Source: an optimization exercise on an open RTL-to-GDS flow (aim: small area and a short achievable clock period). Production flows keep margins and buffers that such runs may drop.
Only simulation tests tie the RTL to the original design; equivalence was not proved.
Power is estimated from default activity; no workload was simulated.

$ cat flow/standard.sh
#!/bin/bash
# synth_recipe.tcl (not shown) runs the flow's synth.tcl, then flattens the netlist and writes it again
# the make line also repeats each setting of config.mk as NAME=value (left out here)
make -C /OpenROAD-flow-scripts/flow DESIGN_CONFIG=/design/flow/config.mk WORK_HOME=/design/flow/orfs CLKGATE_MAP_FILE= SYNTH_SCRIPT=/design/flow/synth_recipe.tcl "${@:-finish}"
$ cat flow/config.mk
export PLATFORM = sky130hd
export DESIGN_NAME = mm_top
export DESIGN_NICKNAME = mm_top
export VERILOG_FILES = /design/flow/design.v
export SDC_FILE = /design/flow/constraint.sdc
export NUM_CORES = 4
export LEC_CHECK = 0
export ABC_CLOCK_PERIOD_IN_PS = 4000
export CAP_MARGIN = 20
export CORE_MARGIN = 2
export CORE_UTILIZATION = 60
export CTS_CLUSTER_DIAMETER = 100
export CTS_CLUSTER_SIZE = 24
export PLACE_DENSITY = 0.7
export SETUP_SLACK_MARGIN = 4.47
export SLEW_MARGIN = 20
export SYNTH_HIERARCHICAL = 1
$ cat flow/design.v
`default_nettype none
package mm_pkg;
  localparam int ARRAY_N = 3;
  localparam int ELEM_W = 8;
  localparam int ACC_W  = 16;
  typedef logic signed [ELEM_W-1:0] elem_t;
  typedef logic signed [ACC_W-1:0]  acc_t;
  typedef enum logic [1:0] {
    SEQ_IDLE = 2'd0,
    SEQ_RUN  = 2'd1,
    SEQ_DONE = 2'd2
  } seq_state_t;
endpackage
`default_nettype wire
`default_nettype none
package mm_regs_pkg;
  localparam int AXI_ADDR_W = 8;
  localparam int AXI_DATA_W = 32;
  localparam logic [AXI_ADDR_W-1:0] REG_CTRL   = 8'h00;
  localparam logic [AXI_ADDR_W-1:0] REG_STATUS = 8'h04;
  localparam logic [AXI_ADDR_W-1:0] OPND_BASE  = 8'h40;
  localparam logic [AXI_ADDR_W-1:0] RES_BASE   = 8'h80;
  localparam int CTRL_START = 0;
  localparam int CTRL_CLEAR = 1;
  localparam int STAT_BUSY = 0;
  localparam int STAT_DONE = 1;
  localparam int STAT_FULL = 2;
  typedef enum logic [1:0] {
    RESP_OKAY   = 2'b00,
    RESP_SLVERR = 2'b10
  } axi_resp_t;
endpackage
`default_nettype wire
`default_nettype none
module mm_dot3 (
  input  wire [7:0]  i_a0, i_a1, i_a2,
  input  wire [7:0]  i_b0, i_b1, i_b2,
  output wire [47:0] o_st
);
  wire pp1;
  wire pp2;
  wire pp3;
  wire pp4;
  wire pp5;
  wire pp6;
  wire pp7;
  wire pp8;
  wire pp9;
  wire pp10;
  wire pp11;
  wire pp12;
  wire pp13;
  wire pp14;
  wire pp15;
  wire pp16;
  wire pp17;
  wire pp18;
  wire pp19;
  wire pp20;
  wire pp21;
  wire pp22;
  wire pp23;
  wire pp24;
  wire pp25;
  wire pp26;
  wire pp27;
  wire pp28;
  wire pp29;
  wire pp30;
  wire pp31;
  wire pp32;
  wire pp33;
  wire pp34;
  wire pp35;
  wire pp36;
  wire pp37;
  wire pp38;
  wire pp39;
  wire pp40;
  wire pp41;
  wire pp42;
  wire pp43;
  wire pp44;
  wire pp45;
  wire pp46;
  wire pp47;
  wire pp48;
  wire pp49;
  wire pp50;
  wire pp51;
  wire pp52;
  wire pp53;
  wire pp54;
  wire pp55;
  wire pp56;
  wire pp57;
  wire pp58;
  wire pp59;
  wire pp60;
  wire pp61;
  wire pp62;
  wire pp63;
  wire pp64;
  wire pp65;
  wire pp66;
  wire pp67;
  wire pp68;
  wire pp69;
  wire pp70;
  wire pp71;
  wire pp72;
  wire pp73;
  wire pp74;
  wire pp75;
  wire pp76;
  wire pp77;
  wire pp78;
  wire pp79;
  wire pp80;
  wire pp81;
  wire pp82;
  wire pp83;
  wire pp84;
  wire pp85;
  wire pp86;
  wire pp87;
  wire pp88;
  wire pp89;
  wire pp90;
  wire pp91;
  wire pp92;
  wire pp93;
  wire pp94;
  wire pp95;
  wire pp96;
  wire pp97;
  wire pp98;
  wire pp99;
  wire pp100;
  wire pp101;
  wire pp102;
  wire pp103;
  wire pp104;
  wire pp105;
  wire pp106;
  wire pp107;
  wire pp108;
  wire pp109;
  wire pp110;
  wire pp111;
  wire pp112;
  wire pp113;
  wire pp114;
  wire pp115;
  wire pp116;
  wire pp117;
  wire pp118;
  wire pp119;
  wire pp120;
  wire pp121;
  wire pp122;
  wire pp123;
  wire pp124;
  wire pp125;
  wire pp126;
  wire pp127;
  wire pp128;
  wire pp129;
  wire pp130;
  wire pp131;
  wire pp132;
  wire pp133;
  wire pp134;
  wire pp135;
  wire pp136;
  wire pp137;
  wire pp138;
  wire pp139;
  wire pp140;
  wire pp141;
  wire pp142;
  wire pp143;
  wire pp144;
  wire pp145;
  wire pp146;
  wire pp147;
  wire pp148;
  wire pp149;
  wire pp150;
  wire pp151;
  wire pp152;
  wire pp153;
  wire pp154;
  wire pp155;
  wire pp156;
  wire pp157;
  wire pp158;
  wire pp159;
  wire pp160;
  wire pp161;
  wire pp162;
  wire pp163;
  wire pp164;
  wire pp165;
  wire pp166;
  wire pp167;
  wire pp168;
  wire pp169;
  wire pp170;
  wire pp171;
  wire pp172;
  wire pp173;
  wire pp174;
  wire pp175;
  wire pp176;
  wire pp177;
  wire pp178;
  wire pp179;
  wire pp180;
  wire pp181;
  wire pp182;
  wire pp183;
  wire pp184;
  wire pp185;
  wire pp186;
  wire pp187;
  wire pp188;
  wire pp189;
  wire pp190;
  wire pp191;
  wire pp192;
  wire s193;
  wire c194;
  wire s195;
  wire c196;
  wire s197;
  wire c198;
  wire s199;
  wire c200;
  wire s201;
  wire c202;
  wire s203;
  wire c204;
  wire s205;
  wire c206;
  wire s207;
  wire c208;
  wire s209;
  wire c210;
  wire s211;
  wire c212;
  wire s213;
  wire c214;
  wire s215;
  wire c216;
  wire s217;
  wire c218;
  wire s219;
  wire c220;
  wire s221;
  wire c222;
  wire s223;
  wire c224;
  wire s225;
  wire c226;
  wire s227;
  wire c228;
  wire s229;
  wire c230;
  wire s231;
  wire c232;
  wire s233;
  wire c234;
  wire s235;
  wire c236;
  wire s237;
  wire c238;
  wire s239;
  wire c240;
  wire s241;
  wire c242;
  wire s243;
  wire c244;
  wire s245;
  wire c246;
  wire s247;
  wire c248;
  wire s249;
  wire c250;
  wire s251;
  wire c252;
  wire s253;
  wire c254;
  wire s255;
  wire c256;
  wire s257;
  wire c258;
  wire s259;
  wire c260;
  wire s261;
  wire c262;
  wire s263;
  wire c264;
  wire s265;
  wire c266;
  wire s267;
  wire c268;
  wire s269;
  wire c270;
  wire s271;
  wire c272;
  wire s273;
  wire c274;
  wire s275;
  wire c276;
  wire s277;
  wire c278;
  wire s279;
  wire c280;
  wire s281;
  wire c282;
  wire s283;
  wire c284;
  wire s285;
  wire c286;
  wire s287;
  wire c288;
  wire s289;
  wire c290;
  wire s291;
  wire c292;
  wire s293;
  wire c294;
  wire s295;
  wire c296;
  wire s297;
  wire c298;
  wire s299;
  wire c300;
  wire s301;
  wire c302;
  wire s303;
  wire c304;
  wire s305;
  wire c306;
  wire s307;
  wire c308;
  wire s309;
  wire c310;
  wire s311;
  wire c312;
  wire s313;
  wire c314;
  wire s315;
  wire c316;
  wire s317;
  wire c318;
  wire s319;
  wire c320;
  wire s321;
  wire c322;
  wire s323;
  wire c324;
  wire s325;
  wire c326;
  wire s327;
  wire c328;
  wire s329;
  wire c330;
  wire s331;
  wire c332;
  wire s333;
  wire c334;
  wire s335;
  wire c336;
  wire s337;
  wire c338;
  wire s339;
  wire c340;
  wire s341;
  wire c342;
  wire s343;
  wire c344;
  wire s345;
  wire c346;
  wire s347;
  wire c348;
  wire s349;
  wire c350;
  wire s351;
  wire c352;
  wire s353;
  wire c354;
  wire s355;
  wire c356;
  wire s357;
  wire c358;
  wire s359;
  wire c360;
  wire s361;
  wire c362;
  wire s363;
  wire c364;
  wire s365;
  wire c366;
  wire s367;
  wire c368;
  wire s369;
  wire c370;
  wire s371;
  wire c372;
  wire s373;
  wire c374;
  wire s375;
  wire c376;
  wire s377;
  wire c378;
  wire s379;
  wire c380;
  wire s381;
  wire c382;
  wire s383;
  wire c384;
  wire s385;
  wire c386;
  wire s387;
  wire c388;
  wire s389;
  wire c390;
  wire s391;
  wire c392;
  wire s393;
  wire c394;
  wire s395;
  wire c396;
  wire s397;
  wire c398;
  wire s399;
  wire c400;
  wire s401;
  wire c402;
  wire s403;
  wire c404;
  wire s405;
  wire c406;
  wire s407;
  wire c408;
  wire s409;
  wire c410;
  wire s411;
  wire c412;
  wire s413;
  wire c414;
  wire s415;
  wire c416;
  wire s417;
  wire c418;
  wire s419;
  wire c420;
  wire s421;
  wire c422;
  wire s423;
  wire c424;
  wire s425;
  wire c426;
  wire s427;
  wire c428;
  wire s429;
  wire c430;
  wire s431;
  wire c432;
  wire s433;
  wire c434;
  wire s435;
  wire c436;
  wire s437;
  wire c438;
  wire s439;
  wire c440;
  wire s441;
  wire c442;
  wire s443;
  wire c444;
  wire s445;
  wire c446;
  wire s447;
  wire c448;
  wire s449;
  wire c450;
  wire s451;
  wire c452;
  wire s453;
  wire c454;
  wire s455;
  wire c456;
  wire s457;
  wire c458;
  wire s459;
  wire c460;
  wire s461;
  wire c462;
  wire s463;
  wire c464;
  wire s465;
  wire c466;
  wire s467;
  wire c468;
  wire s469;
  wire c470;
  wire s471;
  wire c472;
  wire s473;
  wire c474;
  wire s475;
  wire c476;
  wire s477;
  wire c478;
  wire s479;
  wire c480;
  wire s481;
  wire c482;
  wire s483;
  wire c484;
  wire s485;
  wire c486;
  wire s487;
  wire c488;
  wire s489;
  wire c490;
  wire s491;
  wire c492;
  wire s493;
  wire c494;
  wire s495;
  wire c496;
  wire s497;
  wire c498;
  wire s499;
  wire c500;
  wire s501;
  wire c502;
  wire s503;
  assign pp1 = ~(i_a0[0] & i_b0[0]);
  assign pp2 = ~(i_a0[0] & i_b0[1]);
  assign pp3 = ~(i_a0[0] & i_b0[2]);
  assign pp4 = ~(i_a0[0] & i_b0[3]);
  assign pp5 = ~(i_a0[0] & i_b0[4]);
  assign pp6 = ~(i_a0[0] & i_b0[5]);
  assign pp7 = ~(i_a0[0] & i_b0[6]);
  assign pp8 = i_a0[0] & i_b0[7];
  assign pp9 = ~(i_a0[1] & i_b0[0]);
  assign pp10 = ~(i_a0[1] & i_b0[1]);
  assign pp11 = ~(i_a0[1] & i_b0[2]);
  assign pp12 = ~(i_a0[1] & i_b0[3]);
  assign pp13 = ~(i_a0[1] & i_b0[4]);
  assign pp14 = ~(i_a0[1] & i_b0[5]);
  assign pp15 = ~(i_a0[1] & i_b0[6]);
  assign pp16 = i_a0[1] & i_b0[7];
  assign pp17 = ~(i_a0[2] & i_b0[0]);
  assign pp18 = ~(i_a0[2] & i_b0[1]);
  assign pp19 = ~(i_a0[2] & i_b0[2]);
  assign pp20 = ~(i_a0[2] & i_b0[3]);
  assign pp21 = ~(i_a0[2] & i_b0[4]);
  assign pp22 = ~(i_a0[2] & i_b0[5]);
  assign pp23 = ~(i_a0[2] & i_b0[6]);
  assign pp24 = i_a0[2] & i_b0[7];
  assign pp25 = ~(i_a0[3] & i_b0[0]);
  assign pp26 = ~(i_a0[3] & i_b0[1]);
  assign pp27 = ~(i_a0[3] & i_b0[2]);
  assign pp28 = ~(i_a0[3] & i_b0[3]);
  assign pp29 = ~(i_a0[3] & i_b0[4]);
  assign pp30 = ~(i_a0[3] & i_b0[5]);
  assign pp31 = ~(i_a0[3] & i_b0[6]);
  assign pp32 = i_a0[3] & i_b0[7];
  assign pp33 = ~(i_a0[4] & i_b0[0]);
  assign pp34 = ~(i_a0[4] & i_b0[1]);
  assign pp35 = ~(i_a0[4] & i_b0[2]);
  assign pp36 = ~(i_a0[4] & i_b0[3]);
  assign pp37 = ~(i_a0[4] & i_b0[4]);
  assign pp38 = ~(i_a0[4] & i_b0[5]);
  assign pp39 = ~(i_a0[4] & i_b0[6]);
  assign pp40 = i_a0[4] & i_b0[7];
  assign pp41 = ~(i_a0[5] & i_b0[0]);
  assign pp42 = ~(i_a0[5] & i_b0[1]);
  assign pp43 = ~(i_a0[5] & i_b0[2]);
  assign pp44 = ~(i_a0[5] & i_b0[3]);
  assign pp45 = ~(i_a0[5] & i_b0[4]);
  assign pp46 = ~(i_a0[5] & i_b0[5]);
  assign pp47 = ~(i_a0[5] & i_b0[6]);
  assign pp48 = i_a0[5] & i_b0[7];
  assign pp49 = ~(i_a0[6] & i_b0[0]);
  assign pp50 = ~(i_a0[6] & i_b0[1]);
  assign pp51 = ~(i_a0[6] & i_b0[2]);
  assign pp52 = ~(i_a0[6] & i_b0[3]);
  assign pp53 = ~(i_a0[6] & i_b0[4]);
  assign pp54 = ~(i_a0[6] & i_b0[5]);
  assign pp55 = ~(i_a0[6] & i_b0[6]);
  assign pp56 = i_a0[6] & i_b0[7];
  assign pp57 = i_a0[7] & i_b0[0];
  assign pp58 = i_a0[7] & i_b0[1];
  assign pp59 = i_a0[7] & i_b0[2];
  assign pp60 = i_a0[7] & i_b0[3];
  assign pp61 = i_a0[7] & i_b0[4];
  assign pp62 = i_a0[7] & i_b0[5];
  assign pp63 = i_a0[7] & i_b0[6];
  assign pp64 = ~(i_a0[7] & i_b0[7]);
  assign pp65 = ~(i_a1[0] & i_b1[0]);
  assign pp66 = ~(i_a1[0] & i_b1[1]);
  assign pp67 = ~(i_a1[0] & i_b1[2]);
  assign pp68 = ~(i_a1[0] & i_b1[3]);
  assign pp69 = ~(i_a1[0] & i_b1[4]);
  assign pp70 = ~(i_a1[0] & i_b1[5]);
  assign pp71 = ~(i_a1[0] & i_b1[6]);
  assign pp72 = i_a1[0] & i_b1[7];
  assign pp73 = ~(i_a1[1] & i_b1[0]);
  assign pp74 = ~(i_a1[1] & i_b1[1]);
  assign pp75 = ~(i_a1[1] & i_b1[2]);
  assign pp76 = ~(i_a1[1] & i_b1[3]);
  assign pp77 = ~(i_a1[1] & i_b1[4]);
  assign pp78 = ~(i_a1[1] & i_b1[5]);
  assign pp79 = ~(i_a1[1] & i_b1[6]);
  assign pp80 = i_a1[1] & i_b1[7];
  assign pp81 = ~(i_a1[2] & i_b1[0]);
  assign pp82 = ~(i_a1[2] & i_b1[1]);
  assign pp83 = ~(i_a1[2] & i_b1[2]);
  assign pp84 = ~(i_a1[2] & i_b1[3]);
  assign pp85 = ~(i_a1[2] & i_b1[4]);
  assign pp86 = ~(i_a1[2] & i_b1[5]);
  assign pp87 = ~(i_a1[2] & i_b1[6]);
  assign pp88 = i_a1[2] & i_b1[7];
  assign pp89 = ~(i_a1[3] & i_b1[0]);
  assign pp90 = ~(i_a1[3] & i_b1[1]);
  assign pp91 = ~(i_a1[3] & i_b1[2]);
  assign pp92 = ~(i_a1[3] & i_b1[3]);
  assign pp93 = ~(i_a1[3] & i_b1[4]);
  assign pp94 = ~(i_a1[3] & i_b1[5]);
  assign pp95 = ~(i_a1[3] & i_b1[6]);
  assign pp96 = i_a1[3] & i_b1[7];
  assign pp97 = ~(i_a1[4] & i_b1[0]);
  assign pp98 = ~(i_a1[4] & i_b1[1]);
  assign pp99 = ~(i_a1[4] & i_b1[2]);
  assign pp100 = ~(i_a1[4] & i_b1[3]);
  assign pp101 = ~(i_a1[4] & i_b1[4]);
  assign pp102 = ~(i_a1[4] & i_b1[5]);
  assign pp103 = ~(i_a1[4] & i_b1[6]);
  assign pp104 = i_a1[4] & i_b1[7];
  assign pp105 = ~(i_a1[5] & i_b1[0]);
  assign pp106 = ~(i_a1[5] & i_b1[1]);
  assign pp107 = ~(i_a1[5] & i_b1[2]);
  assign pp108 = ~(i_a1[5] & i_b1[3]);
  assign pp109 = ~(i_a1[5] & i_b1[4]);
  assign pp110 = ~(i_a1[5] & i_b1[5]);
  assign pp111 = ~(i_a1[5] & i_b1[6]);
  assign pp112 = i_a1[5] & i_b1[7];
  assign pp113 = ~(i_a1[6] & i_b1[0]);
  assign pp114 = ~(i_a1[6] & i_b1[1]);
  assign pp115 = ~(i_a1[6] & i_b1[2]);
  assign pp116 = ~(i_a1[6] & i_b1[3]);
  assign pp117 = ~(i_a1[6] & i_b1[4]);
  assign pp118 = ~(i_a1[6] & i_b1[5]);
  assign pp119 = ~(i_a1[6] & i_b1[6]);
  assign pp120 = i_a1[6] & i_b1[7];
  assign pp121 = i_a1[7] & i_b1[0];
  assign pp122 = i_a1[7] & i_b1[1];
  assign pp123 = i_a1[7] & i_b1[2];
  assign pp124 = i_a1[7] & i_b1[3];
  assign pp125 = i_a1[7] & i_b1[4];
  assign pp126 = i_a1[7] & i_b1[5];
  assign pp127 = i_a1[7] & i_b1[6];
  assign pp128 = ~(i_a1[7] & i_b1[7]);
  assign pp129 = ~(i_a2[0] & i_b2[0]);
  assign pp130 = ~(i_a2[0] & i_b2[1]);
  assign pp131 = ~(i_a2[0] & i_b2[2]);
  assign pp132 = ~(i_a2[0] & i_b2[3]);
  assign pp133 = ~(i_a2[0] & i_b2[4]);
  assign pp134 = ~(i_a2[0] & i_b2[5]);
  assign pp135 = ~(i_a2[0] & i_b2[6]);
  assign pp136 = i_a2[0] & i_b2[7];
  assign pp137 = ~(i_a2[1] & i_b2[0]);
  assign pp138 = ~(i_a2[1] & i_b2[1]);
  assign pp139 = ~(i_a2[1] & i_b2[2]);
  assign pp140 = ~(i_a2[1] & i_b2[3]);
  assign pp141 = ~(i_a2[1] & i_b2[4]);
  assign pp142 = ~(i_a2[1] & i_b2[5]);
  assign pp143 = ~(i_a2[1] & i_b2[6]);
  assign pp144 = i_a2[1] & i_b2[7];
  assign pp145 = ~(i_a2[2] & i_b2[0]);
  assign pp146 = ~(i_a2[2] & i_b2[1]);
  assign pp147 = ~(i_a2[2] & i_b2[2]);
  assign pp148 = ~(i_a2[2] & i_b2[3]);
  assign pp149 = ~(i_a2[2] & i_b2[4]);
  assign pp150 = ~(i_a2[2] & i_b2[5]);
  assign pp151 = ~(i_a2[2] & i_b2[6]);
  assign pp152 = i_a2[2] & i_b2[7];
  assign pp153 = ~(i_a2[3] & i_b2[0]);
  assign pp154 = ~(i_a2[3] & i_b2[1]);
  assign pp155 = ~(i_a2[3] & i_b2[2]);
  assign pp156 = ~(i_a2[3] & i_b2[3]);
  assign pp157 = ~(i_a2[3] & i_b2[4]);
  assign pp158 = ~(i_a2[3] & i_b2[5]);
  assign pp159 = ~(i_a2[3] & i_b2[6]);
  assign pp160 = i_a2[3] & i_b2[7];
  assign pp161 = ~(i_a2[4] & i_b2[0]);
  assign pp162 = ~(i_a2[4] & i_b2[1]);
  assign pp163 = ~(i_a2[4] & i_b2[2]);
  assign pp164 = ~(i_a2[4] & i_b2[3]);
  assign pp165 = ~(i_a2[4] & i_b2[4]);
  assign pp166 = ~(i_a2[4] & i_b2[5]);
  assign pp167 = ~(i_a2[4] & i_b2[6]);
  assign pp168 = i_a2[4] & i_b2[7];
  assign pp169 = ~(i_a2[5] & i_b2[0]);
  assign pp170 = ~(i_a2[5] & i_b2[1]);
  assign pp171 = ~(i_a2[5] & i_b2[2]);
  assign pp172 = ~(i_a2[5] & i_b2[3]);
  assign pp173 = ~(i_a2[5] & i_b2[4]);
  assign pp174 = ~(i_a2[5] & i_b2[5]);
  assign pp175 = ~(i_a2[5] & i_b2[6]);
  assign pp176 = i_a2[5] & i_b2[7];
  assign pp177 = ~(i_a2[6] & i_b2[0]);
  assign pp178 = ~(i_a2[6] & i_b2[1]);
  assign pp179 = ~(i_a2[6] & i_b2[2]);
  assign pp180 = ~(i_a2[6] & i_b2[3]);
  assign pp181 = ~(i_a2[6] & i_b2[4]);
  assign pp182 = ~(i_a2[6] & i_b2[5]);
  assign pp183 = ~(i_a2[6] & i_b2[6]);
  assign pp184 = i_a2[6] & i_b2[7];
  assign pp185 = i_a2[7] & i_b2[0];
  assign pp186 = i_a2[7] & i_b2[1];
  assign pp187 = i_a2[7] & i_b2[2];
  assign pp188 = i_a2[7] & i_b2[3];
  assign pp189 = i_a2[7] & i_b2[4];
  assign pp190 = i_a2[7] & i_b2[5];
  assign pp191 = i_a2[7] & i_b2[6];
  assign pp192 = ~(i_a2[7] & i_b2[7]);
  mm_fa u_s193 (.i_a(pp106), .i_b(pp113), .i_c(pp135), .o_s(s193), .o_c(c194));
  mm_fa u_s195 (.i_a(pp100), .i_b(pp107), .i_c(pp114), .o_s(s195), .o_c(c196));
  mm_fa u_s197 (.i_a(pp121), .i_b(pp136), .i_c(pp143), .o_s(s197), .o_c(c198));
  mm_fa u_s199 (.i_a(pp15), .i_b(pp150), .i_c(pp157), .o_s(s199), .o_c(c200));
  mm_ha u_s201 (.i_a(pp101), .i_b(pp108), .o_s(s201), .o_c(c202));
  mm_fa u_s203 (.i_a(pp115), .i_b(pp122), .i_c(pp144), .o_s(s203), .o_c(c204));
  mm_fa u_s205 (.i_a(pp151), .i_b(pp158), .i_c(pp16), .o_s(s205), .o_c(c206));
  mm_ha u_s207 (.i_a(pp102), .i_b(pp109), .o_s(s207), .o_c(c208));
  mm_xnor u_s209 (.i_a(pp116), .i_b(pp123), .o_y(s209));
  mm_or u_c210 (.i_a(pp116), .i_b(pp123), .o_y(c210));
  mm_fa u_s211 (.i_a(pp12), .i_b(pp133), .i_c(pp140), .o_s(s211), .o_c(c212));
  mm_fa u_s213 (.i_a(pp105), .i_b(pp13), .i_c(pp134), .o_s(s213), .o_c(c214));
  mm_fa u_s215 (.i_a(pp141), .i_b(pp148), .i_c(pp155), .o_s(s215), .o_c(c216));
  mm_fa u_s217 (.i_a(pp162), .i_b(pp169), .i_c(pp20), .o_s(s217), .o_c(c218));
  mm_fa u_s219 (.i_a(pp14), .i_b(pp142), .i_c(pp149), .o_s(s219), .o_c(c220));
  mm_fa u_s221 (.i_a(pp156), .i_b(pp163), .i_c(pp170), .o_s(s221), .o_c(c222));
  mm_fa u_s223 (.i_a(pp177), .i_b(pp21), .i_c(pp28), .o_s(s223), .o_c(c224));
  mm_fa u_s225 (.i_a(pp35), .i_b(pp42), .i_c(pp49), .o_s(s225), .o_c(c226));
  mm_xnor u_s227 (.i_a(pp7), .i_b(pp71), .o_y(s227));
  mm_or u_c228 (.i_a(pp7), .i_b(pp71), .o_y(c228));
  mm_fa u_s229 (.i_a(pp164), .i_b(pp171), .i_c(pp178), .o_s(s229), .o_c(c230));
  mm_fa u_s231 (.i_a(pp185), .i_b(pp22), .i_c(pp29), .o_s(s231), .o_c(c232));
  mm_fa u_s233 (.i_a(pp36), .i_b(pp43), .i_c(pp50), .o_s(s233), .o_c(c234));
  mm_fa u_s235 (.i_a(pp57), .i_b(pp72), .i_c(pp79), .o_s(s235), .o_c(c236));
  mm_fa u_s237 (.i_a(pp8), .i_b(pp86), .i_c(pp93), .o_s(s237), .o_c(c238));
  mm_xnor u_s239 (.i_a(c194), .i_b(s195), .o_y(s239));
  mm_or u_c240 (.i_a(c194), .i_b(s195), .o_y(c240));
  mm_fa u_s241 (.i_a(pp165), .i_b(pp172), .i_c(pp179), .o_s(s241), .o_c(c242));
  mm_fa u_s243 (.i_a(pp186), .i_b(pp23), .i_c(pp30), .o_s(s243), .o_c(c244));
  mm_fa u_s245 (.i_a(pp37), .i_b(pp44), .i_c(pp51), .o_s(s245), .o_c(c246));
  mm_fa u_s247 (.i_a(pp58), .i_b(pp80), .i_c(pp87), .o_s(s247), .o_c(c248));
  mm_fa u_s249 (.i_a(pp94), .i_b(c196), .i_c(c198), .o_s(s249), .o_c(c250));
  mm_fa u_s251 (.i_a(c200), .i_b(s201), .i_c(s203), .o_s(s251), .o_c(c252));
  mm_fa u_s253 (.i_a(pp152), .i_b(pp159), .i_c(pp166), .o_s(s253), .o_c(c254));
  mm_fa u_s255 (.i_a(pp173), .i_b(pp180), .i_c(pp187), .o_s(s255), .o_c(c256));
  mm_fa u_s257 (.i_a(pp24), .i_b(pp31), .i_c(pp38), .o_s(s257), .o_c(c258));
  mm_fa u_s259 (.i_a(pp45), .i_b(pp52), .i_c(pp59), .o_s(s259), .o_c(c260));
  mm_fa u_s261 (.i_a(pp88), .i_b(pp95), .i_c(s209), .o_s(s261), .o_c(c262));
  mm_fa u_s263 (.i_a(c202), .i_b(c204), .i_c(c206), .o_s(s263), .o_c(c264));
  mm_fa u_s265 (.i_a(pp103), .i_b(pp110), .i_c(pp117), .o_s(s265), .o_c(c266));
  mm_fa u_s267 (.i_a(pp124), .i_b(pp160), .i_c(pp167), .o_s(s267), .o_c(c268));
  mm_fa u_s269 (.i_a(pp174), .i_b(pp181), .i_c(pp188), .o_s(s269), .o_c(c270));
  mm_fa u_s271 (.i_a(pp32), .i_b(pp39), .i_c(pp46), .o_s(s271), .o_c(c272));
  mm_fa u_s273 (.i_a(pp53), .i_b(pp60), .i_c(pp96), .o_s(s273), .o_c(c274));
  mm_fa u_s275 (.i_a(pp104), .i_b(pp111), .i_c(pp118), .o_s(s275), .o_c(c276));
  mm_fa u_s277 (.i_a(pp125), .i_b(pp168), .i_c(pp175), .o_s(s277), .o_c(c278));
  mm_fa u_s279 (.i_a(pp11), .i_b(pp132), .i_c(pp139), .o_s(s279), .o_c(c280));
  mm_xnor u_s281 (.i_a(pp146), .i_b(pp153), .o_y(s281));
  mm_or u_c282 (.i_a(pp146), .i_b(pp153), .o_y(c282));
  mm_fa u_s283 (.i_a(pp147), .i_b(pp154), .i_c(pp161), .o_s(s283), .o_c(c284));
  mm_fa u_s285 (.i_a(pp19), .i_b(pp26), .i_c(pp33), .o_s(s285), .o_c(c286));
  mm_fa u_s287 (.i_a(pp5), .i_b(pp69), .i_c(pp76), .o_s(s287), .o_c(c288));
  mm_fa u_s289 (.i_a(pp27), .i_b(pp34), .i_c(pp41), .o_s(s289), .o_c(c290));
  mm_fa u_s291 (.i_a(pp6), .i_b(pp70), .i_c(pp77), .o_s(s291), .o_c(c292));
  mm_fa u_s293 (.i_a(pp84), .i_b(pp91), .i_c(pp98), .o_s(s293), .o_c(c294));
  mm_xnor u_s295 (.i_a(c212), .i_b(s213), .o_y(s295));
  mm_or u_c296 (.i_a(c212), .i_b(s213), .o_y(c296));
  mm_fa u_s297 (.i_a(pp78), .i_b(pp85), .i_c(pp92), .o_s(s297), .o_c(c298));
  mm_fa u_s299 (.i_a(pp99), .i_b(s227), .i_c(c214), .o_s(s299), .o_c(c300));
  mm_fa u_s301 (.i_a(c216), .i_b(c218), .i_c(s193), .o_s(s301), .o_c(c302));
  mm_fa u_s303 (.i_a(s219), .i_b(s221), .i_c(s223), .o_s(s303), .o_c(c304));
  mm_fa u_s305 (.i_a(c228), .i_b(c220), .i_c(c222), .o_s(s305), .o_c(c306));
  mm_fa u_s307 (.i_a(c224), .i_b(c226), .i_c(s197), .o_s(s307), .o_c(c308));
  mm_fa u_s309 (.i_a(s199), .i_b(s229), .i_c(s231), .o_s(s309), .o_c(c310));
  mm_fa u_s311 (.i_a(s233), .i_b(s235), .i_c(s237), .o_s(s311), .o_c(c312));
  mm_fa u_s313 (.i_a(c230), .i_b(c232), .i_c(c234), .o_s(s313), .o_c(c314));
  mm_fa u_s315 (.i_a(c236), .i_b(c238), .i_c(s205), .o_s(s315), .o_c(c316));
  mm_fa u_s317 (.i_a(s241), .i_b(s243), .i_c(s245), .o_s(s317), .o_c(c318));
  mm_fa u_s319 (.i_a(s247), .i_b(c240), .i_c(s249), .o_s(s319), .o_c(c320));
  mm_fa u_s321 (.i_a(c242), .i_b(c244), .i_c(c246), .o_s(s321), .o_c(c322));
  mm_fa u_s323 (.i_a(c248), .i_b(s207), .i_c(s253), .o_s(s323), .o_c(c324));
  mm_fa u_s325 (.i_a(s255), .i_b(s257), .i_c(s259), .o_s(s325), .o_c(c326));
  mm_fa u_s327 (.i_a(s261), .i_b(c250), .i_c(c252), .o_s(s327), .o_c(c328));
  mm_fa u_s329 (.i_a(c210), .i_b(c208), .i_c(c254), .o_s(s329), .o_c(c330));
  mm_fa u_s331 (.i_a(c256), .i_b(c258), .i_c(c260), .o_s(s331), .o_c(c332));
  mm_fa u_s333 (.i_a(s265), .i_b(s267), .i_c(s269), .o_s(s333), .o_c(c334));
  mm_fa u_s335 (.i_a(s271), .i_b(s273), .i_c(c262), .o_s(s335), .o_c(c336));
  mm_fa u_s337 (.i_a(pp182), .i_b(pp189), .i_c(pp40), .o_s(s337), .o_c(c338));
  mm_fa u_s339 (.i_a(pp47), .i_b(pp54), .i_c(pp61), .o_s(s339), .o_c(c340));
  mm_fa u_s341 (.i_a(c266), .i_b(c268), .i_c(c270), .o_s(s341), .o_c(c342));
  mm_fa u_s343 (.i_a(c272), .i_b(c274), .i_c(s275), .o_s(s343), .o_c(c344));
  mm_fa u_s345 (.i_a(pp112), .i_b(pp119), .i_c(pp126), .o_s(s345), .o_c(c346));
  mm_fa u_s347 (.i_a(pp176), .i_b(pp183), .i_c(pp190), .o_s(s347), .o_c(c348));
  mm_fa u_s349 (.i_a(pp48), .i_b(pp55), .i_c(pp62), .o_s(s349), .o_c(c350));
  mm_fa u_s351 (.i_a(pp10), .i_b(pp131), .i_c(pp138), .o_s(s351), .o_c(c352));
  mm_xnor u_s353 (.i_a(pp145), .i_b(pp17), .o_y(s353));
  mm_or u_c354 (.i_a(pp145), .i_b(pp17), .o_y(c354));
  mm_fa u_s355 (.i_a(pp18), .i_b(pp25), .i_c(pp4), .o_s(s355), .o_c(c356));
  mm_fa u_s357 (.i_a(pp68), .i_b(pp75), .i_c(pp82), .o_s(s357), .o_c(c358));
  mm_xnor u_s359 (.i_a(pp89), .i_b(s281), .o_y(s359));
  mm_or u_c360 (.i_a(pp89), .i_b(s281), .o_y(c360));
  mm_fa u_s361 (.i_a(pp83), .i_b(pp90), .i_c(pp97), .o_s(s361), .o_c(c362));
  mm_fa u_s363 (.i_a(c282), .i_b(c280), .i_c(s211), .o_s(s363), .o_c(c364));
  mm_fa u_s365 (.i_a(s283), .i_b(s285), .i_c(s287), .o_s(s365), .o_c(c366));
  mm_fa u_s367 (.i_a(c284), .i_b(c286), .i_c(c288), .o_s(s367), .o_c(c368));
  mm_fa u_s369 (.i_a(s215), .i_b(s217), .i_c(s289), .o_s(s369), .o_c(c370));
  mm_fa u_s371 (.i_a(s291), .i_b(s293), .i_c(s295), .o_s(s371), .o_c(c372));
  mm_fa u_s373 (.i_a(c290), .i_b(c292), .i_c(c294), .o_s(s373), .o_c(c374));
  mm_fa u_s375 (.i_a(s225), .i_b(s297), .i_c(c296), .o_s(s375), .o_c(c376));
  mm_fa u_s377 (.i_a(s299), .i_b(s301), .i_c(s303), .o_s(s377), .o_c(c378));
  mm_fa u_s379 (.i_a(c298), .i_b(c300), .i_c(s239), .o_s(s379), .o_c(c380));
  mm_fa u_s381 (.i_a(c302), .i_b(c304), .i_c(s305), .o_s(s381), .o_c(c382));
  mm_fa u_s383 (.i_a(s307), .i_b(s309), .i_c(s311), .o_s(s383), .o_c(c384));
  mm_fa u_s385 (.i_a(c306), .i_b(c308), .i_c(c310), .o_s(s385), .o_c(c386));
  mm_fa u_s387 (.i_a(c312), .i_b(s313), .i_c(s315), .o_s(s387), .o_c(c388));
  mm_fa u_s389 (.i_a(s251), .i_b(s317), .i_c(s319), .o_s(s389), .o_c(c390));
  mm_fa u_s391 (.i_a(c314), .i_b(c316), .i_c(c318), .o_s(s391), .o_c(c392));
  mm_fa u_s393 (.i_a(s263), .i_b(s321), .i_c(s323), .o_s(s393), .o_c(c394));
  mm_fa u_s395 (.i_a(s325), .i_b(c320), .i_c(s327), .o_s(s395), .o_c(c396));
  mm_fa u_s397 (.i_a(c264), .i_b(c322), .i_c(c324), .o_s(s397), .o_c(c398));
  mm_fa u_s399 (.i_a(c326), .i_b(s329), .i_c(s331), .o_s(s399), .o_c(c400));
  mm_fa u_s401 (.i_a(s333), .i_b(s335), .i_c(c328), .o_s(s401), .o_c(c402));
  mm_fa u_s403 (.i_a(s277), .i_b(s337), .i_c(s339), .o_s(s403), .o_c(c404));
  mm_fa u_s405 (.i_a(c330), .i_b(c332), .i_c(c334), .o_s(s405), .o_c(c406));
  mm_fa u_s407 (.i_a(s341), .i_b(s343), .i_c(c336), .o_s(s407), .o_c(c408));
  mm_fa u_s409 (.i_a(c276), .i_b(c278), .i_c(c338), .o_s(s409), .o_c(c410));
  mm_fa u_s411 (.i_a(c340), .i_b(s345), .i_c(s347), .o_s(s411), .o_c(c412));
  mm_fa u_s413 (.i_a(s349), .i_b(c342), .i_c(c344), .o_s(s413), .o_c(c414));
  mm_fa u_s415 (.i_a(pp120), .i_b(pp127), .i_c(pp184), .o_s(s415), .o_c(c416));
  mm_fa u_s417 (.i_a(pp191), .i_b(pp56), .i_c(pp63), .o_s(s417), .o_c(c418));
  mm_fa u_s419 (.i_a(c346), .i_b(c348), .i_c(c350), .o_s(s419), .o_c(c420));
  mm_fa u_s421 (.i_a(pp130), .i_b(pp137), .i_c(pp2), .o_s(s421), .o_c(c422));
  mm_fa u_s423 (.i_a(pp3), .i_b(pp67), .i_c(pp74), .o_s(s423), .o_c(c424));
  mm_xnor u_s425 (.i_a(pp81), .i_b(s353), .o_y(s425));
  mm_or u_c426 (.i_a(pp81), .i_b(s353), .o_y(c426));
  mm_fa u_s427 (.i_a(c354), .i_b(c352), .i_c(s279), .o_s(s427), .o_c(c428));
  mm_fa u_s429 (.i_a(s355), .i_b(s357), .i_c(s359), .o_s(s429), .o_c(c430));
  mm_fa u_s431 (.i_a(c356), .i_b(c358), .i_c(c360), .o_s(s431), .o_c(c432));
  mm_fa u_s433 (.i_a(s361), .i_b(s363), .i_c(s365), .o_s(s433), .o_c(c434));
  mm_fa u_s435 (.i_a(c362), .i_b(c364), .i_c(c366), .o_s(s435), .o_c(c436));
  mm_fa u_s437 (.i_a(s367), .i_b(s369), .i_c(s371), .o_s(s437), .o_c(c438));
  mm_fa u_s439 (.i_a(c368), .i_b(c370), .i_c(s373), .o_s(s439), .o_c(c440));
  mm_fa u_s441 (.i_a(s375), .i_b(c372), .i_c(s377), .o_s(s441), .o_c(c442));
  mm_fa u_s443 (.i_a(c374), .i_b(c376), .i_c(s379), .o_s(s443), .o_c(c444));
  mm_fa u_s445 (.i_a(c378), .i_b(s381), .i_c(s383), .o_s(s445), .o_c(c446));
  mm_fa u_s447 (.i_a(c380), .i_b(c382), .i_c(s385), .o_s(s447), .o_c(c448));
  mm_fa u_s449 (.i_a(c384), .i_b(s387), .i_c(s389), .o_s(s449), .o_c(c450));
  mm_fa u_s451 (.i_a(c386), .i_b(c388), .i_c(s391), .o_s(s451), .o_c(c452));
  mm_fa u_s453 (.i_a(s393), .i_b(c390), .i_c(s395), .o_s(s453), .o_c(c454));
  mm_fa u_s455 (.i_a(c392), .i_b(s397), .i_c(c394), .o_s(s455), .o_c(c456));
  mm_fa u_s457 (.i_a(s399), .i_b(s401), .i_c(c396), .o_s(s457), .o_c(c458));
  mm_fa u_s459 (.i_a(s403), .i_b(c398), .i_c(c400), .o_s(s459), .o_c(c460));
  mm_fa u_s461 (.i_a(s405), .i_b(s407), .i_c(c402), .o_s(s461), .o_c(c462));
  mm_fa u_s463 (.i_a(c404), .i_b(s409), .i_c(s411), .o_s(s463), .o_c(c464));
  mm_fa u_s465 (.i_a(c406), .i_b(s413), .i_c(c408), .o_s(s465), .o_c(c466));
  mm_fa u_s467 (.i_a(s415), .i_b(s417), .i_c(c410), .o_s(s467), .o_c(c468));
  mm_fa u_s469 (.i_a(c412), .i_b(s419), .i_c(c414), .o_s(s469), .o_c(c470));
  mm_fa u_s471 (.i_a(pp128), .i_b(pp192), .i_c(pp64), .o_s(s471), .o_c(c472));
  mm_fa u_s473 (.i_a(c416), .i_b(c418), .i_c(c420), .o_s(s473), .o_c(c474));
  mm_xnor u_s475 (.i_a(pp66), .i_b(pp73), .o_y(s475));
  mm_or u_c476 (.i_a(pp66), .i_b(pp73), .o_y(c476));
  mm_fa u_s477 (.i_a(c422), .i_b(s351), .i_c(s423), .o_s(s477), .o_c(c478));
  mm_fa u_s479 (.i_a(c424), .i_b(c426), .i_c(s427), .o_s(s479), .o_c(c480));
  mm_fa u_s481 (.i_a(c428), .i_b(s431), .i_c(c430), .o_s(s481), .o_c(c482));
  mm_fa u_s483 (.i_a(c432), .i_b(c434), .i_c(s435), .o_s(s483), .o_c(c484));
  mm_fa u_s485 (.i_a(c436), .i_b(s439), .i_c(c438), .o_s(s485), .o_c(c486));
  mm_fa u_s487 (.i_a(c440), .i_b(s443), .i_c(c442), .o_s(s487), .o_c(c488));
  mm_fa u_s489 (.i_a(c444), .i_b(s447), .i_c(c446), .o_s(s489), .o_c(c490));
  mm_fa u_s491 (.i_a(c448), .i_b(s451), .i_c(c450), .o_s(s491), .o_c(c492));
  mm_fa u_s493 (.i_a(c452), .i_b(s455), .i_c(c454), .o_s(s493), .o_c(c494));
  mm_fa u_s495 (.i_a(c456), .i_b(s459), .i_c(s461), .o_s(s495), .o_c(c496));
  mm_fa u_s497 (.i_a(s463), .i_b(c460), .i_c(s465), .o_s(s497), .o_c(c498));
  mm_fa u_s499 (.i_a(s467), .i_b(c464), .i_c(s469), .o_s(s499), .o_c(c500));
  mm_fa u_s501 (.i_a(s471), .i_b(c468), .i_c(s473), .o_s(s501), .o_c(c502));
  assign s503 = ~(c472);
  assign o_st = {c474, s503, c502, c470, s501, c500, c466, s499, c498, c462, s497, c496, c458, s495, c494, s457, s493, c492, s453, s491, c490, s449, s489, c488, s445, s487, c486, s441, s485, c484, s437, s483, c482, s433, s481, c480, s429, s479, c478, s425, s477, c476, s421, pp9, s475, pp65, pp129, pp1};
endmodule
module mm_dot3_fin (
  input  wire [47:0] i_st,
  output wire [15:0] o_n0,
  output wire [15:0] o_n1
);
  wire s1;
  wire c2;
  wire s3;
  wire c4;
  wire s5;
  wire c6;
  wire s7;
  wire c8;
  wire s9;
  wire c10;
  wire s11;
  wire c12;
  wire s13;
  wire c14;
  wire s15;
  wire c16;
  wire s17;
  wire c18;
  wire s19;
  wire c20;
  wire s21;
  wire c22;
  wire s23;
  wire c24;
  wire s25;
  wire c26;
  wire s27;
  wire c28;
  wire s29;
  wire c30;
  wire s31;
  mm_xnor u_s1 (.i_a(i_st[0]), .i_b(i_st[1]), .o_y(s1));
  mm_or u_c2 (.i_a(i_st[0]), .i_b(i_st[1]), .o_y(c2));
  mm_fa u_s3 (.i_a(i_st[3]), .i_b(i_st[4]), .i_c(i_st[5]), .o_s(s3), .o_c(c4));
  mm_fa u_s5 (.i_a(i_st[6]), .i_b(i_st[7]), .i_c(i_st[8]), .o_s(s5), .o_c(c6));
  mm_fa u_s7 (.i_a(i_st[10]), .i_b(i_st[11]), .i_c(i_st[9]), .o_s(s7), .o_c(c8));
  mm_fa u_s9 (.i_a(i_st[12]), .i_b(i_st[13]), .i_c(i_st[14]), .o_s(s9), .o_c(c10));
  mm_fa u_s11 (.i_a(i_st[15]), .i_b(i_st[16]), .i_c(i_st[17]), .o_s(s11), .o_c(c12));
  mm_fa u_s13 (.i_a(i_st[18]), .i_b(i_st[19]), .i_c(i_st[20]), .o_s(s13), .o_c(c14));
  mm_fa u_s15 (.i_a(i_st[21]), .i_b(i_st[22]), .i_c(i_st[23]), .o_s(s15), .o_c(c16));
  mm_fa u_s17 (.i_a(i_st[24]), .i_b(i_st[25]), .i_c(i_st[26]), .o_s(s17), .o_c(c18));
  mm_fa u_s19 (.i_a(i_st[27]), .i_b(i_st[28]), .i_c(i_st[29]), .o_s(s19), .o_c(c20));
  mm_fa u_s21 (.i_a(i_st[30]), .i_b(i_st[31]), .i_c(i_st[32]), .o_s(s21), .o_c(c22));
  mm_fa u_s23 (.i_a(i_st[33]), .i_b(i_st[34]), .i_c(i_st[35]), .o_s(s23), .o_c(c24));
  mm_fa u_s25 (.i_a(i_st[36]), .i_b(i_st[37]), .i_c(i_st[38]), .o_s(s25), .o_c(c26));
  mm_fa u_s27 (.i_a(i_st[39]), .i_b(i_st[40]), .i_c(i_st[41]), .o_s(s27), .o_c(c28));
  mm_fa u_s29 (.i_a(i_st[42]), .i_b(i_st[43]), .i_c(i_st[44]), .o_s(s29), .o_c(c30));
  assign s31 = i_st[45] ^ i_st[46] ^ i_st[47];
  assign o_n0 = {c30, c28, c26, c24, c22, c20, c18, c16, c14, c12, c10, c8, c6, c4, c2, i_st[2]};
  assign o_n1 = {s31, s29, s27, s25, s23, s21, s19, s17, s15, s13, s11, s9, s7, s5, s3, s1};
endmodule
module mm_fa (input wire i_a, i_b, i_c, output wire o_s, o_c);
  assign o_s = i_a ^ i_b ^ i_c;
  assign o_c = (i_a & i_b) | (i_a & i_c) | (i_b & i_c);
endmodule
module mm_ha (input wire i_a, i_b, output wire o_s, o_c);
  assign o_s = i_a ^ i_b;
  assign o_c = i_a & i_b;
endmodule
module mm_xnor (input wire i_a, i_b, output wire o_y);
  assign o_y = ~(i_a ^ i_b);
endmodule
module mm_or (input wire i_a, i_b, output wire o_y);
  assign o_y = i_a | i_b;
endmodule
`default_nettype wire
`timescale 1ns/1ps
`default_nettype none
module mm_top (
  input  logic        clk,
  input  logic        rst_n,
  input  logic        i_awvalid,
  output logic        o_awready,
  input  logic [7:0]  i_awaddr,
  input  logic        i_wvalid,
  output logic        o_wready,
  input  logic [31:0] i_wdata,
  input  logic [3:0]  i_wstrb,
  output logic        o_bvalid,
  input  logic        i_bready,
  output logic [1:0]  o_bresp,
  input  logic        i_arvalid,
  output logic        o_arready,
  input  logic [7:0]  i_araddr,
  output logic        o_rvalid,
  input  logic        i_rready,
  output logic [31:0] o_rdata,
  output logic [1:0]  o_rresp
);
  logic        bvalid_q;
  logic        bslverr_q;
  logic        start_q;
  logic        clear_q;
  logic        busy_q;
  logic        done_q;
  logic [2:0]  cnt_q;
  logic [17:0] mask_q;
  logic        newbit_q;
  logic        full;
  logic        accept;
  logic        wr_go;
  logic        wr_ctrl;
  logic        wr_opnd;
  logic [4:0]  wr_slot;
  logic        opnd_we;
  assign wr_go     = i_awvalid && i_wvalid && !bvalid_q;
  assign o_awready = wr_go;
  assign o_wready  = wr_go;
  assign wr_ctrl = (i_awaddr == 8'h00);
  assign wr_opnd = (i_awaddr[1:0] == 2'b00) &&
                   ((i_awaddr[7:6] == 2'b01) || (i_awaddr[7:3] == 5'b10000));
  assign wr_slot = i_awaddr[6:2] - 5'd16;
  assign opnd_we = wr_go && wr_opnd && !busy_q;
  always_ff @(posedge clk or negedge rst_n) begin
    if (!rst_n) begin
      bvalid_q <= 1'b0;
      start_q  <= 1'b0;
      clear_q  <= 1'b0;
    end else begin
      if (bvalid_q && i_bready) bvalid_q <= 1'b0;
      if (wr_go) bvalid_q <= 1'b1;
      start_q <= wr_go && wr_ctrl && i_wdata[0];
      clear_q <= wr_go && wr_ctrl && i_wdata[1];
    end
  end
  always_ff @(posedge clk) begin
    if (wr_go) bslverr_q <= !(wr_ctrl || (wr_opnd && !busy_q));
  end
  assign o_bvalid = bvalid_q;
  assign o_bresp  = {bslverr_q, 1'b0};
  logic [2:0] ph_i_q;
  logic [2:0] ph_j_q;
  logic [2:0] ph_j_next;
  assign ph_j_next = ph_i_q[2] ? {ph_j_q[1:0], ph_j_q[2]} : ph_j_q;
  always_ff @(posedge clk or negedge rst_n) begin
    if (!rst_n) begin
      ph_i_q <= 3'b001;
      ph_j_q <= 3'b001;
    end else begin
      ph_i_q <= {ph_i_q[1:0], ph_i_q[2]};
      ph_j_q <= ph_j_next;
    end
  end
  logic [2:0]        wr_row;
  logic [2:0]        wr_col;
  logic              wr_a;
  logic              wr_b;
  logic [7:0]        a_q [3][3];
  logic [7:0]        b_q [3][3];
  logic [7:0]        bsel_q [3];
  always_comb begin
    wr_a = opnd_we && (wr_slot < 5'd9);
    wr_b = opnd_we && (wr_slot >= 5'd9);
    for (int r = 0; r < 3; r++) begin
      wr_row[r] = 1'b0;
      wr_col[r] = 1'b0;
      for (int c = 0; c < 3; c++) begin
        wr_row[r] = wr_row[r] | (wr_slot == 5'(3 * r + c)) | (wr_slot == 5'(9 + 3 * r + c));
        wr_col[r] = wr_col[r] | (wr_slot == 5'(3 * c + r)) | (wr_slot == 5'(9 + 3 * c + r));
      end
    end
  end
  always_ff @(posedge clk) begin
    for (int k = 0; k < 3; k++) begin
      for (int g = 0; g < 3; g++) begin
        if (wr_a && wr_col[k] &&
            ((ph_i_q[0] && wr_row[(g + 1) % 3]) ||
             (ph_i_q[1] && wr_row[(g + 2) % 3]) ||
             (ph_i_q[2] && wr_row[g])))
          a_q[k][g] <= i_wdata[7:0];
        else
          a_q[k][g] <= a_q[k][(g + 1) % 3];
      end
    end
  end
  always_ff @(posedge clk) begin
    for (int r = 0; r < 3; r++)
      for (int c = 0; c < 3; c++)
        if (wr_b && wr_row[r] && wr_col[c]) b_q[r][c] <= i_wdata[7:0];
  end
  always_ff @(posedge clk) begin
    for (int k = 0; k < 3; k++)
      bsel_q[k] <= ({8{ph_j_next[0]}} & b_q[k][0]) |
                   ({8{ph_j_next[1]}} & b_q[k][1]) |
                   ({8{ph_j_next[2]}} & b_q[k][2]);
  end
  always_ff @(posedge clk or negedge rst_n) begin
    if (!rst_n) begin
      mask_q   <= '0;
      newbit_q <= 1'b0;
    end else begin
      newbit_q <= 1'b0;
      if (clear_q) begin
        mask_q <= '0;
      end else if (opnd_we) begin
        mask_q[wr_slot] <= 1'b1;
        newbit_q        <= !mask_q[wr_slot];
      end
    end
  end
  assign full = (&mask_q) && !newbit_q;
  assign accept = start_q && full && !busy_q;
  always_ff @(posedge clk or negedge rst_n) begin
    if (!rst_n) begin
      busy_q <= 1'b0;
      done_q <= 1'b0;
    end else if (accept) begin
      busy_q <= 1'b1;
      done_q <= 1'b0;
    end else if (busy_q && cnt_q == 3'd7) begin
      busy_q <= 1'b0;
      done_q <= 1'b1;
    end
  end
  always_ff @(posedge clk) begin
    if (accept) cnt_q <= 3'd0;
    else if (busy_q) cnt_q <= cnt_q + 3'd1;
  end
  logic [47:0] dot_st;
  logic [47:0] st_q;
  logic [15:0] fin_n0;
  logic [15:0] fin_n1;
  logic [15:0] sum;
  logic        ring_we;
  logic [15:0] ring_q [9];
  mm_dot3 u_dot (
    .i_a0 (a_q[0][0]),
    .i_a1 (a_q[1][0]),
    .i_a2 (a_q[2][0]),
    .i_b0 (bsel_q[0]),
    .i_b1 (bsel_q[1]),
    .i_b2 (bsel_q[2]),
    .o_st (dot_st)
  );
  always_ff @(posedge clk) st_q <= dot_st;
  mm_dot3_fin u_fin (
    .i_st (st_q),
    .o_n0 (fin_n0),
    .o_n1 (fin_n1)
  );
  assign sum     = ~(fin_n0 + fin_n1 + 16'd1);
  assign ring_we = accept || busy_q;
  always_ff @(posedge clk) begin
    ring_q[0] <= ring_we ? sum : ring_q[8];
    for (int p = 1; p < 9; p++) ring_q[p] <= ring_q[p-1];
  end
  logic        arready_q;
  logic        rvalid_q;
  logic        rslverr_q;
  logic [15:0] rdata_q;
  logic        ar_go;
  logic        rd_ctrl;
  logic        rd_stat;
  logic        rd_res;
  logic [8:0]  rd_k;
  logic [8:0]  phase;
  logic [8:0]  rd_pos;
  logic [15:0] rd_val;
  logic [15:0] rd_data;
  assign ar_go   = i_arvalid && arready_q;
  assign rd_ctrl = (i_araddr == 8'h00);
  assign rd_stat = (i_araddr == 8'h04);
  assign rd_res  = (i_araddr[7] == 1'b1) && (i_araddr[1:0] == 2'b00) &&
                   (i_araddr[6:2] <= 5'd8);
  always_comb begin
    for (int f = 0; f < 9; f++) phase[f] = ph_j_q[f / 3] && ph_i_q[f % 3];
    for (int k = 0; k < 9; k++) rd_k[k] = (i_araddr[5:2] == 4'(k));
    for (int p = 0; p < 9; p++) begin
      rd_pos[p] = 1'b0;
      for (int k = 0; k < 9; k++) rd_pos[p] = rd_pos[p] | (rd_k[k] & phase[(p + 3 * (k % 3) + k / 3 + 2) % 9]);
    end
    rd_val = '0;
    for (int p = 0; p < 9; p++) rd_val = rd_val | ({16{rd_pos[p]}} & ring_q[p]);
    rd_data = '0;
    if (rd_res) rd_data = rd_val;
    else if (rd_stat) rd_data = {13'd0, full, done_q, busy_q};
  end
  always_ff @(posedge clk or negedge rst_n) begin
    if (!rst_n) begin
      arready_q <= 1'b0;
      rvalid_q  <= 1'b0;
    end else if (ar_go) begin
      arready_q <= 1'b0;
      rvalid_q  <= 1'b1;
    end else begin
      if (rvalid_q && i_rready) rvalid_q <= 1'b0;
      arready_q <= !rvalid_q || i_rready;
    end
  end
  always_ff @(posedge clk) begin
    if (ar_go) begin
      rslverr_q <= !(rd_ctrl || rd_stat || rd_res);
      rdata_q   <= rd_data;
    end
  end
  assign o_arready = arready_q;
  assign o_rvalid  = rvalid_q;
  assign o_rresp   = {rslverr_q, 1'b0};
  assign o_rdata   = {{16{rdata_q[15]}}, rdata_q};
endmodule
`default_nettype wire
$ cat flow/flow/run.sh
#!/bin/bash
# Layout flow: the standard ORFS flow (standard.sh, unchanged synthesis and
# scripts) with the port buffers that placement inserts made the smallest
# buffer instead of the one buffer_ports picks by default. Timing repair still
# resizes any port buffer on a critical path.
set -euo pipefail
export BUFFER_PORTS_ARGS="-buffer_cell sky130_fd_sc_hd__buf_1"
bash standard.sh > standard.log 2>&1
$ cat flow/constraint.sdc
create_clock -name core_clock -period 8.0 [get_ports {clk}]
set_input_delay 1.6000 -clock core_clock [delete_from_list [all_inputs] [get_ports {clk}]]
set_output_delay 1.6000 -clock core_clock [all_outputs]
set_load 0.01 [all_outputs]
==> impl_metrics.env, run 1 <==
export IMPL_area_delta_synth_final_pct=4.532
export IMPL_ant_nets=0
export IMPL_cts_tree="yes"
export IMPL_postSynthCellCount=1623
export IMPL_status="no timing/DRC/antenna violations"
export IMPL_synthArstFlopShare_pct=7.748
export IMPL_pwr_share_clk_pct=33.8
export IMPL_timing_worst_slew_pin_value_ps=971.7
export IMPL_yosysWarnings=15
export IMPL_power_mw=3.399
export IMPL_dieArea_um2=33900
export IMPL_avgRoutedWirePerCell_um=21.24
export IMPL_fmax_mhz=279.8
export IMPL_grt_pass1_wl_um=67190
export IMPL_worst_clock_skew_ps=22.14
export IMPL_cp_end_kind="primary output"
export IMPL_finalInstanceArea_um2=20350
export IMPL_p_int_mw=2.687
export IMPL_cts_buffers=21
export IMPL_dpl_cell_area_um2=19220
export IMPL_power_density_nw_per_um2=167.1
export IMPL_cap_violations=0
export IMPL_htree_levels=1
export IMPL_avgSynthCellArea_um2=11.99
export IMPL_swShare_pct=20.95
export IMPL_dp_hpwl_um=28600
export IMPL_drt_vias_per_instance=6.020
export IMPL_critPathMaxFanout=3
export IMPL_synth_area_um2=19470
export IMPL_via_count=11870
export IMPL_tns_ps=0
export IMPL_period_share_pct=44.68
export IMPL_drv_slew=0
export IMPL_clockRootBuffer="clkbuf_16"
export IMPL_drt_first_pass_iters=6
export IMPL_grt_usage_pct=25.62
export IMPL_antenna_found_initial=0
export IMPL_grt_max_degree=35
export IMPL_coreArea_um2=31720
export IMPL_relSlewSlack_pct=35.22
export IMPL_place_inst=1917
export IMPL_numClockSinks=413
export IMPL_p_leak_nw=6.987
export IMPL_synth_seq_cells=413
export IMPL_rows=65
export IMPL_timing_hold_ws_ps=349.9
export IMPL_die_h_um=184.1
export IMPL_arrival_ps=1970
export IMPL_hold_viol=0
export IMPL_fin_cells=1972
export IMPL_clkTransAtPathRegs_ps=90
export IMPL_antenna_cells=0
export IMPL_startpoint_type="primary input"
export IMPL_setup_viol=0
export IMPL_grt_pass1_vias=12220
export IMPL_yosysTopAreaCell="dfxtp_1"
export IMPL_ios=100
export IMPL_synth_distinct_cells=89
export IMPL_synthFlopType="dfxtp_1"
export IMPL_peakVddDrop_mv=0.2062
export IMPL_wirelength_um=41890
export IMPL_synth_edf_count=90
export IMPL_portBuffers=69
export IMPL_r2r_cells=6
export IMPL_p_seq_share_pct=63.0
export IMPL_drive_gt1_share_pct=11.40
export IMPL_crit_type="primary input to primary output"
export IMPL_hold_path_class="flop to flop"
export IMPL_max_clock_path_buffers=3
export IMPL_drt_iter0_drc=1257
export IMPL_cts_hold_buf=0
export IMPL_crit_required_ps=6400
export IMPL_grt_overflow=0
export IMPL_ys_seq_area_share_pct=47.94
export IMPL_place_gp_congestion=0.8751
export IMPL_min_path_cells=0
export IMPL_fp_dieW_um=184.1
export IMPL_clkLatencyLatePin_ps=530
export IMPL_post_route_min_period_ps=3574
export IMPL_combPwrFrac_pct=3.3
export IMPL_netlist_top_cells_area="dfxtp_1, fa_1, edfxtp_1"
export IMPL_p_sw_mw=0.7121
export IMPL_synth_top_area_share_pct=29.93
export IMPL_fin_nets=1801
export IMPL_rsz0062_at_grt="true"
export IMPL_post_route_drc_count=0
export IMPL_start_util_pct=61.37
## path summary, 6_finish.rpt
check	start	end	slack (ps)
worst max-delay path	i_awvalid	o_wready	4430
worst min-delay path	ring_q[3][3]$_DFF_P_	ring_q[4][3]$_DFF_P_	350
worst max register to register	bsel_q[1][5]$_DFF_P_	st_q[34]$_DFF_P_	4560
worst min register to register	ring_q[3][3]$_DFF_P_	ring_q[4][3]$_DFF_P_	350
max in group asynchronous	rst_n	arready_q$_DFF_PN0_	6290
min in group asynchronous	rst_n	bvalid_q$_DFFE_PN0P_	1140
## state kept, by name (all words and copies together), names as in the netlist
name and flops:
ring_q 144, a_q 72, b_q 72, st_q 48, bsel_q 24, mask_q 18
rdata_q 16, cnt_q 3, ph_i_q 3, ph_j_q 3, arready_q 1, bslverr_q 1
busy_q 1, bvalid_q 1, clear_q 1, done_q 1, newbit_q 1, rslverr_q 1
rvalid_q 1, start_q 1
## worst max-delay path: stages
cell	delay [ps]
buf_1	80
nand3_2	90
inv_2	90
buf_6	110
## per-stage QoR
step / setup WS, ps / utilization (%)
6_report: 4426 / 64.15
5_1_grt: 4392 / 64.15
4_1_cts: 4346 / 63.63
3_5_place_dp: 3065 / 60.60
3_3_place_gp: 3077 / 60.60
2_1_floorplan: 4397 / -
## metal layers
metal	vias up	part of all wire [%]	global-route usage [%]
met1	5899	43	34.98
met5	-	0	0
met2	472	47	42.49
li1	5418	-	-
met4	0	2.8	8.192
met3	82	6.9	3.893
## cell usage in the layout (no fill, tap or decap), types with 25 or more instances in the layout
cell type,count
dfxtp_1,272
o21ai_0,25
dfrtp_1,30
nand2_1,209
edfxtp_1,90
mux2_1,40
inv_1,50
fa_1,159
and2_1,44
mux2_4,32
a222oi_1,49
buf_1,58
a31oi_1,26
nor2_1,43
## kinds of logic after synthesis
logic type                 share of synthesized area [%]
muxes                                              5.168
adders and majority gates                          17.96
and+or+nand+nor                                    10.70
other                                            0.01926
AOI/OAI and AO/OA                                  9.693
DFF                                                47.94
buffers and inverters                              7.417
xor gates and xnor gates                           1.112
## synthesized netlist by cell type, types with 18 or more instances
cell      count
nand2_1     209
clkbuf_1     23
a222oi_1     49
buf_2        29
xnor2_1      20
o21ai_0      25
ha_1         25
dfxtp_1     291
nor2_1       52
buf_4       128
inv_1        53
dfrtp_1      30
nor3_1       18
a31oi_1      27
fa_1        159
edfxtp_1     90
and2_1       45
a21oi_1      19
mux2_1       72
a22oi_1      18
nand3_1      19
## per-module statistics from Yosys, one instance, submodules excluded
module / cells / flip-flops and latches / area [um2]
mm_dot3_fin: 33 / 0 / 264.0
mm_or: 1 / 0 / 6.256
mm_top: 1147 / 413 / 14510
mm_ha: 1 / 0 / 12.51
mm_xnor: 1 / 0 / 8.758
mm_dot3: 263 / 0 / 1355
mm_fa: 1 / 0 / 20.02
## repair_timing
action | in CTS | in global routing
setup endpoints to repair | 167 | 165
pin swaps | 4 | 2
gates resized for setup | 56 | 34
setup buffers | 15 | 5
## power by group through the flow
stage | Sequential, mW | Clock [mW] | Combinational (mW)
2_1_floorplan | 2.19 | 0 | 0.0687
3_3_place_gp | 2.19 | 0 | 0.102
3_5_place_dp | 2.19 | 0 | 0.103
4_1_cts | 2.14 | 1.18 | 0.107
5_1_grt | 2.14 | 1.26 | 0.122
6_report | 2.14 | 1.15 | 0.111
## area by class of cell
type                       count  area [um2]
sequential                   413        9368
timing repair buffer          95       576.8
clock buffer                  33       591.8
inverter                      56       217.7
fill                        2432       11370
clock inverter                 2       21.27
multi-input combinational    971        9070
tap                          402       503.0
==> run 2, diff against run 1 <==
--- a/flow/config.mk
+++ b/flow/config.mk
@@ -15,3 +15,4 @@
 export SETUP_SLACK_MARGIN = 4.47
 export SLEW_MARGIN = 20
 export SYNTH_HIERARCHICAL = 1
+export TNS_END_PERCENT = 10
==> impl_metrics.env, run 2 <==
export IMPL_rows=65
export IMPL_arrival_ps=2000
export IMPL_p_leak_nw=6.970
export IMPL_drt_iter0_drc=1253
export IMPL_layout_common_cells="dfxtp_1, nand2_1, fa_1"
export IMPL_area_delta_synth_final_pct=3.927
export IMPL_drt_vias_per_instance=6.047
export IMPL_drv_slew=0
export IMPL_period_share_pct=44.99
export IMPL_fmax_mhz=277.8
export IMPL_critPathMaxFanout=3
export IMPL_fp_dieW_um=184.1
export IMPL_largest_reg_flops=144
export IMPL_antenna_found_initial=0
export IMPL_startpoint_type="primary input"
export IMPL_final_common_cell="dfxtp_1"
export IMPL_start_util_pct=61.37
export IMPL_critPathTopFamily="buffers and inverters"
export IMPL_netlist_top_cells_area="dfxtp_1, fa_1, edfxtp_1"
export IMPL_rsz0062_at_grt="true"
export IMPL_postSynthCellCount=1623
export IMPL_ys_seq_area_share_pct=47.94
export IMPL_synth_area_um2=19470
export IMPL_clockRootBuffer="clkbuf_16"
export IMPL_synth_common_cells="dfxtp_1, nand2_1, fa_1"
export IMPL_synth_distinct_cells=89
export IMPL_antenna_cells=0
export IMPL_cts_buffers=21
export IMPL_htree_levels=1
export IMPL_grt_max_degree=35
export IMPL_dieArea_um2=33900
export IMPL_ant_nets=0
export IMPL_synthFlopType="dfxtp_1"
export IMPL_timing_worst_slew_pin_value_ps=967.4
export IMPL_max_stage_delay_ps=100
export IMPL_clkLatencyLatePin_ps=530
export IMPL_timing_final_ws_setup_ps=4401
export IMPL_path_cells="buf_1 > nand3_2 > inv_2 > buf_6"
export IMPL_via_count=11910
export IMPL_crit_buf_inv=3
export IMPL_place_gp_congestion=0.8701
export IMPL_top_register="ring_q"
export IMPL_reg2reg_slack_ps=4450
export IMPL_min_path_cells=0
export IMPL_grt_pass1_vias=12180
export IMPL_wirelength_um=40880
export IMPL_hold_path_class="flop to flop"
export IMPL_fin_nets=1800
export IMPL_cp_end_kind="primary output"
export IMPL_grt_usage_pct=25.05
export IMPL_finalCoreUtilization_pct=63.78
export IMPL_cts_hold_buf=0
export IMPL_setup_viol=0
export IMPL_synth_edf_count=90
export IMPL_clkTransAtPathRegs_ps=90
export IMPL_crit_type="primary input to primary output"
export IMPL_yosysWarnings=15
export IMPL_peakVddDrop_mv=0.1701
export IMPL_max_clock_path_buffers=3
export IMPL_status="no timing/DRC/antenna violations"
export IMPL_yosysMostFrequentCell="dfxtp_1"
export IMPL_power_density_nw_per_um2=166.8
export IMPL_synth_top_area_share_pct=29.93
export IMPL_power_mw=3.374
export IMPL_worst_clock_skew_ps=17.69
export IMPL_avgRoutedWirePerCell_um=20.76
export IMPL_grt_overflow=0
export IMPL_path_depth=4
export IMPL_synth_seq_cells=413
export IMPL_drive_gt1_share_pct=9.126
export IMPL_hold_viol=0
export IMPL_coreArea_um2=31720
export IMPL_drt_first_pass_iters=9
export IMPL_cap_violations=0
export IMPL_synthArstFlopShare_pct=7.748
export IMPL_portBuffers=69
export IMPL_dp_hpwl_um=28590
export IMPL_cts_tree="yes"
export IMPL_relSlewSlack_pct=35.51
export IMPL_grt_pass1_wl_um=66090
export IMPL_die_h_um=184.1
export IMPL_reg_top3="ring_q x144, a_q x72, b_q x72"
export IMPL_numClockSinks=413
export IMPL_post_route_drc_count=0
export IMPL_ios=100
export IMPL_pre_cts_ws_ps=3055
export IMPL_yosysTopAreaCell="dfxtp_1"
export IMPL_r2r_cells=7
export IMPL_avgSynthCellArea_um2=11.99
export IMPL_crit_required_ps=6400
export IMPL_tns_ps=0
export IMPL_post_route_min_period_ps=3599
export IMPL_crit_slowest_cell="buf_1"
==> run 2: worst paths after layout <==
check                                      start               endpoint
setup / recovery                       i_awvalid               o_wready
hold / removal             ring_q[2][10]$_DFF_P_  ring_q[3][10]$_DFF_P_
setup reg to reg            bsel_q[2][7]$_DFF_P_       st_q[31]$_DFF_P_
hold reg to reg            ring_q[2][10]$_DFF_P_  ring_q[3][10]$_DFF_P_
max in group asynchronous                  rst_n    arready_q$_DFF_PN0_
min in group asynchronous                  rst_n   bvalid_q$_DFFE_PN0P_
==> run 2: modules after synthesis, one instance, submodules excluded <==
| module | flops+latches | cells | area (um2) | copies in the design |
|---|---|---|---|---|
| mm_dot3 | 0 | 263 | 1355 | 1 |
| mm_dot3_fin | 0 | 33 | 264.0 | 1 |
| mm_fa | 0 | 1 | 20.02 | 158 |
| mm_ha | 0 | 1 | 12.51 | 2 |
| mm_or | 0 | 1 | 6.256 | 10 |
| mm_top | 413 | 1147 | 14510 | 1 |
| mm_xnor | 0 | 1 | 8.758 | 10 |
==> run 2: routing by layer <==
layer	GRT usage (%)	share of wire [%]	vias up
met3	3.122	6.6	83
met5	0	0	-
met2	41.78	48	474
met1	35.09	43	5940
met4	6.432	2.2	0
li1	-	-	5410
==> run 2: through the flow <==
stage	hold slack, ps	cell area [um2]	std cells
after floorplan	326.2	19620	1624
after global placement	330.4	19150	1919
after global routing	358.7	20230	1969
final	350.1	20230	1969
after detailed placement	334.4	19150	1919
after CTS	353.3	19870	1954
==> run 2: repair_timing <==
action,4_1_cts,5_1_grt
pin swaps,0,7
buffers inserted,2,15
endpoints found under the setup margin,167,168
resized for setup,29,52
==> run 2: where the power goes <==
part | internal, mW | switching (mW)
combinational | 0.0337 | 0.0782
clock | 0.496 | 0.624
sequential | 2.14 | 0.00494
==> run 2: layout make-up <==
cell class	count	area (um2)
Clock inverter	2	25.02
Clock buffer	31	563.0
Tap cell	402	503.0
Fill cell	2453	11490
Inverter	56	217.7
Sequential cell	413	9346
Multi-Input combinational cell	971	8995
Timing Repair Buffer	94	580.6
==> run 2: logic make-up after synthesis <==
kind of cell / after synthesis / share of synthesized area (%)
xor gates and xnor gates: 23 / 1.112
other: 1 / 0.01926
DFF: 413 / 47.94
AOI/OAI and AO/OA: 241 / 9.693
and+or+nand+nor: 436 / 10.70
muxes: 85 / 5.168
adders and majority gates: 184 / 17.96
buffers and inverters: 240 / 7.417

what the ideal ports hide:
In the flow no input, the clock included, has a driving cell. The finished layouts below were timed again as built, in two steps. Step 1: set_driving_cell puts a clkbuf_16 on clk and a buf_2 on each other input, an assumption about the parent block. Step 2 adds t to the input delays and takes it off the output delays; t is the mean of the earliest and latest rising clock arrival at the registers after step 1. Input paths then give back, and output paths get back, about the clock's delay inside the block. a / b / c = no drivers / after step 1 / after step 2; a / b = the first two.
run	t (ns)	setup slack, ns	worst setup path after step 2
run 1	0.573	4.426 / 4.400 / 4.040	input to register
run 2	0.573	4.401 / 4.376 / 3.910	input to register
After both steps setup and hold are still met in every run listed. The setup slack of run 2, which loses most, moves by -0.025 ns with the drivers and by -0.491 ns with both steps.
